Source: an optimization exercise on an open RTL-to-GDS flow (aim: small area, a short achievable clock period and few clock cycles per item). Production flows keep margins and buffers that such runs may drop.
RTL that was checked went through simulation tests only; none was proved equivalent to the original.
Power is estimated from default activity; no workload was simulated.

main:
==> flow/design.v (excerpt) <==
module mvm_accum (
    input  logic        clk,
    input  logic        rst,
    input  logic        clr,
    input  logic        s_valid,
    output logic        s_ready,
    input  logic [15:0] s_x,
    input  logic [47:0] s_w,
    output logic        m_valid,
    input  logic        m_ready,
    output logic [47:0] m_data,
    output logic [2:0]  m_ovf
);
Settings: LEC_CHECK=0, CAP_MARGIN=20, CORE_MARGIN=2, CORE_UTILIZATION=60, SLEW_MARGIN=20, SYNTH_HIERARCHICAL=1; clock period 9.0 ns.
standard.sh (not shown) runs the stock make flow with config.mk's settings and CLKGATE_MAP_FILE= SYNTH_SCRIPT=/design/flow/synth_recipe.tcl, a recipe that flattens the netlist after the stock synthesis.
==> flow/flow/run.sh <==
#!/bin/bash
set -euo pipefail
mapfile -t KNOBS < <(grep -v '^\s*\(#\|$\)' flow/knobs.txt)
bash standard.sh "${KNOBS[@]}" finish > orfs_make.log 2>&1
==> flow/flow/knobs.txt <==
SETUP_SLACK_MARGIN=5.95
MATCH_CELL_FOOTPRINT=0
BUFFER_PORTS_ARGS=-buffer_cell sky130_fd_sc_hd__buf_2
Testbench counts of main, summed over its fixed seeds: cycles 3,624, items 1,200.
#### Input delta (the feature branch over main)
diff --git a/flow/design.v b/flow/design.v
--- a/flow/design.v
+++ b/flow/design.v
@@ -618,21 +618,27 @@
     assign tot[26:12] = p[26:12] ^ cy[26:12];
     wire inr0, inr1, sg0, sg1, t27_0, t27_1;
     mvm_top u_top (.s(acc_s[32:27]), .c(acc_c[32:27]), .inr0(inr0), .inr1(inr1),
                    .sg0(sg0), .sg1(sg1), .t0(t27_0), .t1(t27_1));
     wire inr = cy[27] ? inr1 : inr0;    
     wire sg  = cy[27] ? sg1 : sg0;      
     assign tot[27] = cy[27] ? t27_1 : t27_0;
+    wire [15:0] satv = sg ? 16'h8000 : 16'h7fff;
+    wire [15:0] data_n;
+    wire        ovf_n;
+    wire [15:0] res  = inr ? tot[27:12] : satv;
+    for (genvar j = 0; j < 16; j++) begin : g_hold
+        mvm_hold u_hold (.ld(o_load), .d(res[j]), .q(data[j]), .y(data_n[j]));
+    end
+    mvm_hold u_hovf (.ld(o_load), .d(~inr), .q(ovf), .y(ovf_n));
     always_ff @(posedge clk) begin
         acc_s <= ns;
         acc_c <= nc;
-        if (o_load) begin
-            data <= inr ? tot[27:12] : (sg ? 16'h8000 : 16'h7fff);
-            ovf  <= ~inr;
-        end
+        data  <= data_n;
+        ovf   <= ovf_n;
     end
 endmodule
 module mvm_fa (input logic a, b, c, output logic s, co);
     assign s  = a ^ b ^ c;
     assign co = (a & b) | (a & c) | (b & c);
 endmodule
 module mvm_ffa (input logic a, b, c, output logic s, co);
@@ -660,14 +666,17 @@
     assign inr0 = (u0 == 6'd0) || (u0 == 6'd63);
     assign inr1 = (u1 == 6'd0) || (u1 == 6'd63);
     assign sg0 = u0[5];
     assign sg1 = u1[5];
     assign t0 = u0[0];
     assign t1 = u1[0];
 endmodule
+module mvm_hold (input logic ld, d, q, output logic y);
+    assign y = ld ? d : q;
+endmodule
 module mvm_ha (input logic a, b, output logic s, co);
     assign s  = a ^ b;
     assign co = a & b;
 endmodule
 module mvm_accum (
     input  logic        clk,
     input  logic        rst,
==> summary.txt <==
- Result: PASS for each of the feature branch and main
- The feature branch vs main, top fanout value on the critical path went down by 12.
- main → the feature branch: wire length of the first global-routing pass ~0 delta, non-clock buffer count rose by 29, area of the die increased by about 0.8% relative to the old numbers, maximum ir drop on the vdd rail -about 9%.
- There was hardly any difference in basic-gate share of the synthesized area counting and, or, nand and nor cells between the feature branch and main.
- Relative to main, area used by multi-input combinational logic has gone up in the feature branch.
- Measured against each other, the feature branch and main differ in final area, the higher figure coming from the feature branch.
No functional check of the RTL was part of the feature branch.

--- another note on this design; it stands on its own ---

// mvm_accum
module mvm_accum (
    input  logic        clk,
    input  logic        rst,
    input  logic        clr,
    input  logic        s_valid,
    output logic        s_ready,
    input  logic [15:0] s_x,
    input  logic [47:0] s_w,
    output logic        m_valid,
    input  logic        m_ready,
    output logic [47:0] m_data,
    output logic [2:0]  m_ovf
);
Size: roughly 380 flip-flops, about 33000 um2 of cells after synthesis.
==> flow/config.mk <==
export PLATFORM = sky130hd
export DESIGN_NAME = mvm_accum
export DESIGN_NICKNAME = mvm_accum
export VERILOG_FILES = /design/flow/design.v
export SDC_FILE = /design/flow/constraint.sdc
export NUM_CORES = 4
export LEC_CHECK = 0
export CAP_MARGIN = 20
export CORE_MARGIN = 2
export CORE_UTILIZATION = 40
export CTS_CLUSTER_SIZE = 40
export SLEW_MARGIN = 20
export SYNTH_HIERARCHICAL = 1
==> flow/constraint.sdc <==
create_clock -name core_clock -period 9.0 [get_ports {clk}]
set_input_delay 1.8000 -clock core_clock [delete_from_list [all_inputs] [get_ports {clk}]]
set_output_delay 1.8000 -clock core_clock [all_outputs]
set_load 0.01 [all_outputs]
standard.sh (not shown) runs the stock make flow with config.mk's settings and CLKGATE_MAP_FILE= SYNTH_SCRIPT=/design/flow/synth_recipe.tcl, a recipe that flattens the netlist after the stock synthesis.
==> flow/flow/run.sh <==
#!/bin/bash
set -euo pipefail
mapfile -t KNOBS < <(grep -v '^\s*\(#\|$\)' flow/knobs.txt)
bash standard.sh "${KNOBS[@]}" finish > orfs_make.log 2>&1
==> flow/flow/knobs.txt <==
SETUP_SLACK_MARGIN=5.95
MATCH_CELL_FOOTPRINT=0
BUFFER_PORTS_ARGS=-buffer_cell sky130_fd_sc_hd__buf_2
REMOVE_ABC_BUFFERS=1
The first run finished clean.
Testbench counts at the start, summed over its fixed seeds: cycles 3,624, items 1,200.
Next try:
==> flow/flow/knobs.txt (replaced) <==
SETUP_SLACK_MARGIN=5.95
MATCH_CELL_FOOTPRINT=0
BUFFER_PORTS_ARGS=-buffer_cell sky130_fd_sc_hd__buf_2
CTS_ARGS=-sink_clustering_enable -repair_clock_nets -buf_list sky130_fd_sc_hd__clkbuf_16 -root_buf sky130_fd_sc_hd__clkbuf_16 -sink_clustering_buffer sky130_fd_sc_hd__clkbuf_16 -sink_buffer_max_cap_derate 0.03 -sink_clustering_size 24 -sink_clustering_max_diameter 100
--- a/flow/config.mk
+++ b/flow/config.mk
@@ -9,5 +9,4 @@
 export CORE_MARGIN = 2
 export CORE_UTILIZATION = 40
-export CTS_CLUSTER_SIZE = 40
 export SLEW_MARGIN = 20
 export SYNTH_HIERARCHICAL = 1
Result: The new run finished with timing, DRC and antenna clean; clock skew goes down by 38 ps; area after synthesis does not change; worst setup slack gains 8.8 ps; total power is lower by 6.1%; die area is unchanged; critical path depth drops by 1; cell count goes down by 1.3%; sequential power is about the same.

==> re-timing with driven ports <==
Ports are ideal in the flow. The routed layouts listed here were re-timed in OpenROAD. Step 1, drivers: a clkbuf_16 drives clk and a buf_2 each remaining input, both assumed. Step 2 moves the port delays by t, midway between the first and last clock arrival at a register: inputs arrive t later, outputs are due t later. That takes back most of the time a late clock gives input paths. a / b / c = ideal ports / drivers / drivers and shift; a / b = the first two.
run	t (ns)	setup WS [ns]	latest minus earliest clock arrival (ns)	slew at the worst register clock pin (ns)
main	0.659	5.986 / 5.935 / 5.679	0.025 / 0.024	0.07 / 0.07
the feature branch	0.645	5.985 / 5.923 / 5.582	0.020 / 0.019	0.07 / 0.07
the first run of note 2	0.664	5.993 / 5.928 / 5.669	0.064 / 0.063	0.06 / 0.06
the second run of note 2	0.657	6.002 / 5.935 / 5.719	0.028 / 0.027	0.10 / 0.10
After both steps every run listed still meets setup and hold. The setup slack of the feature branch, which loses most, moves by -0.062 ns with the drivers and by -0.403 ns with both steps.
